Context: an optimization exercise on an open-source flow, tuned for small area. The choices shown serve that exercise and are no tape-out recipe.
Only simulation tests tie the RTL to the original design; equivalence was not proved.
Power and IR drop assume default switching activity. The flow treats the clock pin as an ideal source, which a real chip does not have.

== job 373 ==
==> flow/design.v (excerpt) <==
module dmem_wait_responder #(
    parameter int DEPTH   = 128,
    parameter int LATENCY = 2
) (
    input  logic        clk_i,
    input  logic        rst_i,
    input  logic        req_valid_i,
    output logic        req_ready_o,
    input  logic        req_write_i,
    input  logic [31:0] req_addr_i,
    input  logic [31:0] req_wdata_i,
    output logic        rsp_valid_o,
    output logic [31:0] rsp_rdata_o,
    output logic        rsp_err_o,
    output logic        busy_o
);
clock: 7.0 ns
lec_check: 0
cap_margin: 10
cell_pad_in_sites_detail_placement: 0
cell_pad_in_sites_global_placement: 1
core_margin: 2
core_utilization: 65
slew_margin: 10
synth_hierarchical: 1
standard.sh (not shown) runs the stock make flow with config.mk's settings and CLKGATE_MAP_FILE= SYNTH_SCRIPT=/design/flow/synth_recipe.tcl, a recipe that flattens the netlist after the stock synthesis.
==> flow/flow/run.sh <==
#!/bin/bash
# Own flow: the standard layout (standard.sh), with two ORFS arguments changed:
#  - clock tree: larger sink clusters driven by clkbuf_16, no dummy loads;
#  - port buffers: buf_2 instead of the resizer's default choice.
# Every step's full output stays in the ORFS logs under orfs/logs, and make's
# own output in standard.log.
set -euo pipefail
export CTS_ARGS="-sink_clustering_enable -repair_clock_nets -buf_list sky130_fd_sc_hd__clkbuf_16 -sink_clustering_size 30 -sink_clustering_max_diameter 65 -dont_use_dummy_load"
export BUFFER_PORTS_ARGS="-buffer_cell sky130_fd_sc_hd__buf_2"
bash standard.sh > standard.log 2>&1
Inputs modified between job 373 and job 8682:
# job 373
export LEC_CHECK = 0
export CAP_MARGIN = 10
export CELL_PAD_IN_SITES_DETAIL_PLACEMENT = 0
export CELL_PAD_IN_SITES_GLOBAL_PLACEMENT = 1
export CORE_MARGIN = 2
export CORE_UTILIZATION = 65
export SLEW_MARGIN = 10
export SYNTH_HIERARCHICAL = 1
create_clock -name core_clock -period 7.0 [get_ports {clk_i}]
# job 8682
export LEC_CHECK = 0
export CAP_MARGIN = 10
export CELL_PAD_IN_SITES_DETAIL_PLACEMENT = 0
export CELL_PAD_IN_SITES_GLOBAL_PLACEMENT = 1
export CORE_MARGIN = 2
export CORE_UTILIZATION = 70
export PLACE_DENSITY = 0.72
export SLEW_MARGIN = 10
export SYNTH_HIERARCHICAL = 1
create_clock -name core_clock -period 7.0 [get_ports {clk_i}]
==> flow/flow/run.sh <==
#!/bin/bash
# Own flow: the standard layout (standard.sh), with two ORFS arguments changed:
#  - clock tree: larger sink clusters driven by clkbuf_16, no dummy loads;
#  - port buffers: buf_1 instead of the resizer's default choice.
# Every step's full output stays in the ORFS logs under orfs/logs, and make's
# own output in standard.log.
set -euo pipefail
export CTS_ARGS="-sink_clustering_enable -repair_clock_nets -buf_list sky130_fd_sc_hd__clkbuf_16 -sink_clustering_size 30 -sink_clustering_max_diameter 65 -dont_use_dummy_load"
export BUFFER_PORTS_ARGS="-buffer_cell sky130_fd_sc_hd__buf_1"
bash standard.sh > standard.log 2>&1
Results
The hold slack of job 373 and that of job 8682 are within noise of each other. Re synthesized-area fraction occupied by and/or/nand/nor cells: no difference whatsoever between job 373 and job 8682. Against job 373, job 8682 comes in 2.2 points higher on final cycle utilization of the critical path. Between job 373 and job 8682, routed wire length decreased. Job 8682 against job 373; via density per instance is up by a few percent. Comparing job 373 and job 8682, the lower CTS buffer count is on job 8682. As far as adder and majority gate portion of the synthesized area goes, job 8682 and job 373 are indistinguishable; the numbers are identical. Job 8682 ends up with a total via count in the routed design that is 0.32% higher than in job 373. Measured against each other, job 373 and job 8682 differ in non-clock buffer count, the lower figure coming from job 8682. Final standard cell count with taps included and fillers excluded: job 8682 vs job 373 down 156. Sort job 373 and job 8682 by placer's final routability congestion estimate, descending, and job 8682 comes first.
## Diff of input files: job 6014 against job 8682
# job 8682
export LEC_CHECK = 0
export CAP_MARGIN = 10
export CELL_PAD_IN_SITES_DETAIL_PLACEMENT = 0
export CELL_PAD_IN_SITES_GLOBAL_PLACEMENT = 1
export CORE_MARGIN = 2
export CORE_UTILIZATION = 70
export PLACE_DENSITY = 0.72
export SLEW_MARGIN = 10
export SYNTH_HIERARCHICAL = 1
create_clock -name core_clock -period 7.0 [get_ports {clk_i}]
# job 6014
export LEC_CHECK = 0
export CAP_MARGIN = 10
export CELL_PAD_IN_SITES_DETAIL_PLACEMENT = 0
export CELL_PAD_IN_SITES_GLOBAL_PLACEMENT = 1
export CORE_MARGIN = 2
export CORE_UTILIZATION = 65
export SLEW_MARGIN = 10
export SYNTH_HIERARCHICAL = 1
create_clock -name core_clock -period 7.0 [get_ports {clk_i}]
==> flow/flow/run.sh <==
#!/bin/bash
# Own flow: the standard layout (standard.sh), with two ORFS arguments changed:
#  - clock tree: larger sink clusters driven by clkbuf_16, no dummy loads;
#  - port buffers: buf_2 instead of the resizer's default choice.
# Every step's full output stays in the ORFS logs under orfs/logs, and make's
# own output in standard.log.
set -euo pipefail
export CTS_ARGS="-sink_clustering_enable -repair_clock_nets -buf_list sky130_fd_sc_hd__clkbuf_16 -sink_clustering_size 30 -sink_clustering_max_diameter 50 -dont_use_dummy_load"
export BUFFER_PORTS_ARGS="-buffer_cell sky130_fd_sc_hd__buf_2"
bash standard.sh > standard.log 2>&1
## What came out
Routed wire in job 6014 totals more than in job 8682. On register-to-register slack, job 8682 loses to job 6014. Compared with job 8682, fill cell total of the finished layout in job 6014 increased by more than 10%. From job 8682 to job 6014 the numbers moved as follows: total CTS buffers higher, average via count per standard cell lower, placed standard-cell area higher. On worst setup slack, job 6014 does better than job 8682. Job 6014 did not stop at any stage, and its layout met the timing, DRC and antenna checks. Measured against each other, job 8682 and job 6014 differ in overall die width, the lower figure coming from job 8682. [compare] base=job 8682 new=job 6014: final cell count without fillers increased by about 2.3% relative to the old numbers, die area increased 7.6%, violation count after the first detailed-route iteration shows a reduction of 551.

The RTL this note starts from:
==> flow/design.v <==
module dmem_wait_responder #(
    parameter int DEPTH   = 128,
    parameter int LATENCY = 2
) (
    input  logic        clk_i,
    input  logic        rst_i,
    input  logic        req_valid_i,
    output logic        req_ready_o,
    input  logic        req_write_i,
    input  logic [31:0] req_addr_i,
    input  logic [31:0] req_wdata_i,
    output logic        rsp_valid_o,
    output logic [31:0] rsp_rdata_o,
    output logic        rsp_err_o,
    output logic        busy_o
);
    localparam int NG = 32;         
    localparam int GW = 5;
    localparam int NA = 11;         
    logic [1:0]    r_state;
    logic [2:0]    r_cnt;           
    logic          r_clr_done;      
    logic          r_wr, r_rd, r_err;
    logic [GW-1:0] r_grp;
    logic [1:0]    r_lo;
    logic [31:0]   r_data;          
    logic [31:0]   r_ring [NG][4];
    logic          w_idle, w_acc, w_bad, w_first, w_clr, w_pol_nxt;
    logic [1:0]    w_need;
    logic          w_live_hit, w_reg_hit, w_rhit, w_rsel_any, w_whit;
    logic [NG-1:0] w_rsel, w_ins, w_g, w_gn;
    logic [31:0]   w_raw, w_y, w_b;
    always_comb begin
        w_idle     = (r_state == 2'd0);
        w_acc      = w_idle && req_valid_i;
        w_bad      = (|req_addr_i[1:0]) || (|req_addr_i[31:9]);
        w_first    = !r_clr_done && (r_cnt == 3'd7);
        w_clr      = !r_clr_done;
        w_need     = 2'd0 - r_cnt[1:0];
        w_live_hit = w_idle && !w_first && req_valid_i && !req_write_i &&
                     (req_addr_i[3:2] == w_need);
        w_reg_hit  = !w_idle && r_rd && (r_lo == w_need);
        w_rhit     = w_reg_hit || (w_idle && req_valid_i && !req_write_i &&
                                   (req_addr_i[3:2] == w_need));
        w_rsel_any = w_reg_hit || w_live_hit;
        w_whit     = r_wr && (r_lo == w_need - 2'd1);
        w_pol_nxt  = r_cnt[2] ^ (r_cnt[1:0] == 2'd3);
        w_b        = ~(r_data ^ {32{w_pol_nxt}});
        for (int g = 0; g < NG; g++) begin
            w_rsel[g] = (w_live_hit && (req_addr_i[8:4] == GW'(g))) ||
                        (w_reg_hit && (r_grp == GW'(g)));
            w_ins[g]  = w_whit && (r_grp == GW'(g));
            w_g[g]    = w_ins[g] || w_clr;
            w_gn[g]   = !w_ins[g];
        end
        w_y = ({32{w_rsel_any}} & (w_raw ^ {32{r_cnt[2]}})) | ({32{!w_rhit}} & r_data);
    end
    for (genvar b = 0; b < 32; b++) begin : g_rd
        logic [NA-1:0] w_n;
        for (genvar k = 0; k < NA; k++) begin : g_aoi
            if (3 * k + 2 < NG) begin : g_3
                dmem_aoi222 u_aoi (
                    .a0(r_ring[3*k][0][b]),   .s0(w_rsel[3*k]),
                    .a1(r_ring[3*k+1][0][b]), .s1(w_rsel[3*k+1]),
                    .a2(r_ring[3*k+2][0][b]), .s2(w_rsel[3*k+2]),
                    .y_n(w_n[k])
                );
            end else begin : g_2
                dmem_aoi22 u_aoi (
                    .a0(r_ring[3*k][0][b]),   .s0(w_rsel[3*k]),
                    .a1(r_ring[3*k+1][0][b]), .s1(w_rsel[3*k+1]),
                    .y_n(w_n[k])
                );
            end
        end
        assign w_raw[b] = ~&w_n;
    end
    always_ff @(posedge clk_i or negedge rst_i) begin
        if (!rst_i) begin
            r_state    <= 2'd0;
            r_cnt      <= 3'd7;
            r_clr_done <= 1'b0;
            r_wr       <= 1'b0;
            r_rd       <= 1'b0;
            r_err      <= 1'b0;
        end else begin
            r_state    <= (w_idle && !req_valid_i) ? 2'd0 : r_state + 2'd1;
            r_cnt      <= r_cnt + 3'd1;
            r_clr_done <= r_clr_done || (r_cnt == 3'd2);
            if (w_acc) begin
                r_wr  <= req_write_i && !w_bad;
                r_rd  <= !req_write_i && !w_bad;
                r_err <= w_bad;
            end
        end
    end
    always_ff @(posedge clk_i) begin
        if (w_acc) begin
            r_grp <= req_addr_i[8:4];
            r_lo  <= req_addr_i[3:2];
        end
        r_data <= (w_acc && req_write_i) ? req_wdata_i : w_y;
    end
    for (genvar g = 0; g < NG; g++) begin : g_grp
        logic [31:0] w_s0;
        for (genvar b = 0; b < 32; b++) begin : g_bit
            dmem_oai22 u_oai (
                .a0(r_ring[g][3][b]), .b0(w_g[g]),
                .a1(w_b[b]),          .b1(w_gn[g]),
                .y_n(w_s0[b])
            );
        end
        always_ff @(posedge clk_i) begin
            r_ring[g][0] <= w_s0;
            r_ring[g][1] <= r_ring[g][0];
            r_ring[g][2] <= r_ring[g][1];
            r_ring[g][3] <= r_ring[g][2];
        end
    end
    assign req_ready_o = w_idle;
    assign busy_o      = !w_idle;
    assign rsp_valid_o = (r_state == 2'd3);
    assign rsp_err_o   = (r_state == 2'd3) && r_err;
    assign rsp_rdata_o = (r_state == 2'd3 && r_rd) ? w_y : 32'd0;
endmodule
module dmem_aoi222 (
    input  logic a0, s0, a1, s1, a2, s2,
    output logic y_n
);
    assign y_n = ~((a0 & s0) | (a1 & s1) | (a2 & s2));
endmodule
module dmem_aoi22 (
    input  logic a0, s0, a1, s1,
    output logic y_n
);
    assign y_n = ~((a0 & s0) | (a1 & s1));
endmodule
module dmem_oai22 (
    input  logic a0, b0, a1, b1,
    output logic y_n
);
    assign y_n = ~((a0 | b0) & (a1 | b1));
endmodule
clock: 7.0 ns
lec_check: 0
cap_margin: 20
cell_pad_in_sites_detail_placement: 0
cell_pad_in_sites_global_placement: 1
core_margin: 2
core_utilization: 65
cts_buf_list: sky130_fd_sc_hd__clkbuf_8
cts_cluster_size: 40
slew_margin: 20
synth_hierarchical: 1
run.sh (not shown) runs the stock make flow with config.mk's settings and CLKGATE_MAP_FILE= SYNTH_SCRIPT=/design/flow/synth_recipe.tcl, a recipe that flattens the netlist after the stock synthesis.
Stock flow here: none of the scripts above is used.
==> next run, changes <==
==> flow/flow/run.sh (new file) <==
#!/bin/bash
# Own flow: the standard layout (standard.sh), with two ORFS arguments changed:
#  - clock tree: larger sink clusters driven by clkbuf_16, no dummy loads;
#  - port buffers: buf_2 instead of the resizer's default choice.
# Every step's full output stays in the ORFS logs under orfs/logs, and make's
# own output in standard.log.
set -euo pipefail
export CTS_ARGS="-sink_clustering_enable -repair_clock_nets -buf_list sky130_fd_sc_hd__clkbuf_16 -sink_clustering_size 30 -sink_clustering_max_diameter 50 -dont_use_dummy_load"
export BUFFER_PORTS_ARGS="-buffer_cell sky130_fd_sc_hd__buf_2"
bash standard.sh > standard.log 2>&1
==> flow/standard.sh (new file) <==
#!/bin/bash
# synth_recipe.tcl (not shown) runs the flow's synth.tcl, then flattens the netlist and writes it again
# the make line also repeats each setting of config.mk as NAME=value (left out here)
make -C /OpenROAD-flow-scripts/flow DESIGN_CONFIG=/design/flow/config.mk WORK_HOME=/design/flow/orfs CLKGATE_MAP_FILE= SYNTH_SCRIPT=/design/flow/synth_recipe.tcl "${@:-finish}"
- CAP_MARGIN: 20 -> 10
- CTS_BUF_LIST: sky130_fd_sc_hd__clkbuf_8 -> not set
- CTS_CLUSTER_SIZE: 40 -> not set
- GPL_TIMING_DRIVEN: not set -> 0
- SLEW_MARGIN: 20 -> 10
removed: flow/run.sh
- The changed run ran to the end with no violations
- cell count goes down by 9.6%
- first-iteration DRC count goes down by 2.3%
- clock skew goes up by 0.014 ns
- combinational power goes up by about 4%
- count of clock-buffer cells in the layout goes down by 541
- via count goes down by 5.7%
- routed wire length goes down by 3.7%
- setup slack barely changes
- critical path depth does not change
==> next run, changes <==
- GPL_TIMING_DRIVEN: 0 -> not set
Result: Cell area fell by 3.0%. Fmax climbs by about 1%. Worst setup slack improves by 0.073 ns. Total power went down by 0.63%. Global-route usage increases by 0.39 points. Count of clock-buffer cells in the layout drops by 2. Sequential share of layout area went up by 2.3 points. Utilization is lower by 2.2 points. Area after synthesis stays the same. Via count hardly moves.
==> next run, changes <==
- CELL_PAD_IN_SITES_GLOBAL_PLACEMENT: 1 -> 0
- CORE_UTILIZATION: 65 -> 78
- PLACE_DENSITY: not set -> 0.82
Outcome: Now the flow completed, yet does not pass: negative setup slack. First-iteration DRC count went up by 60%. Wire length rose by 11%. Total power goes down by 0.52%.

re-timing with driven ports:
In the flow no input, the clock included, has a driving cell. The finished layouts below were timed again as built, in two steps. Step 1: set_driving_cell puts a clkbuf_16 on clk_i and a buf_2 on each other input, an assumption about the parent block. Step 2 moves the port delays by t, midway between the first and last clock arrival at a register: inputs arrive t later, outputs are due t later. That takes back most of the time a late clock gives input paths. a / b / c = ideal ports / drivers / drivers and shift; a / b = the first two.
run	t, ns	slack for setup (ns)	worst setup path at the end	cell pins on the clock port's net
job 373	0.865	0.326 / 0.295 / 0.295	input to output	1
job 8682	0.869	0.174 / 0.147 / 0.147	input to output	1
job 6014	0.895	0.262 / 0.236 / 0.236	input to output	1
the first run of note 2	1.071	0.063 / 0.007 / 0.038	input to output	1
the second run of note 2	0.885	0.061 / -0.122 / -0.122	input to output	1
the third run of note 2	0.890	0.134 / 0.043 / 0.290	input to output	1
the fourth run of note 2	0.931	-0.025 / -0.109 / 0.058	input to output	1
With both steps, setup timing fails in the second run of note 2, where it was met with ideal ports. The setup slack of the second run of note 2, which loses most, moves by -0.183 ns with the drivers and by -0.183 ns with both steps.
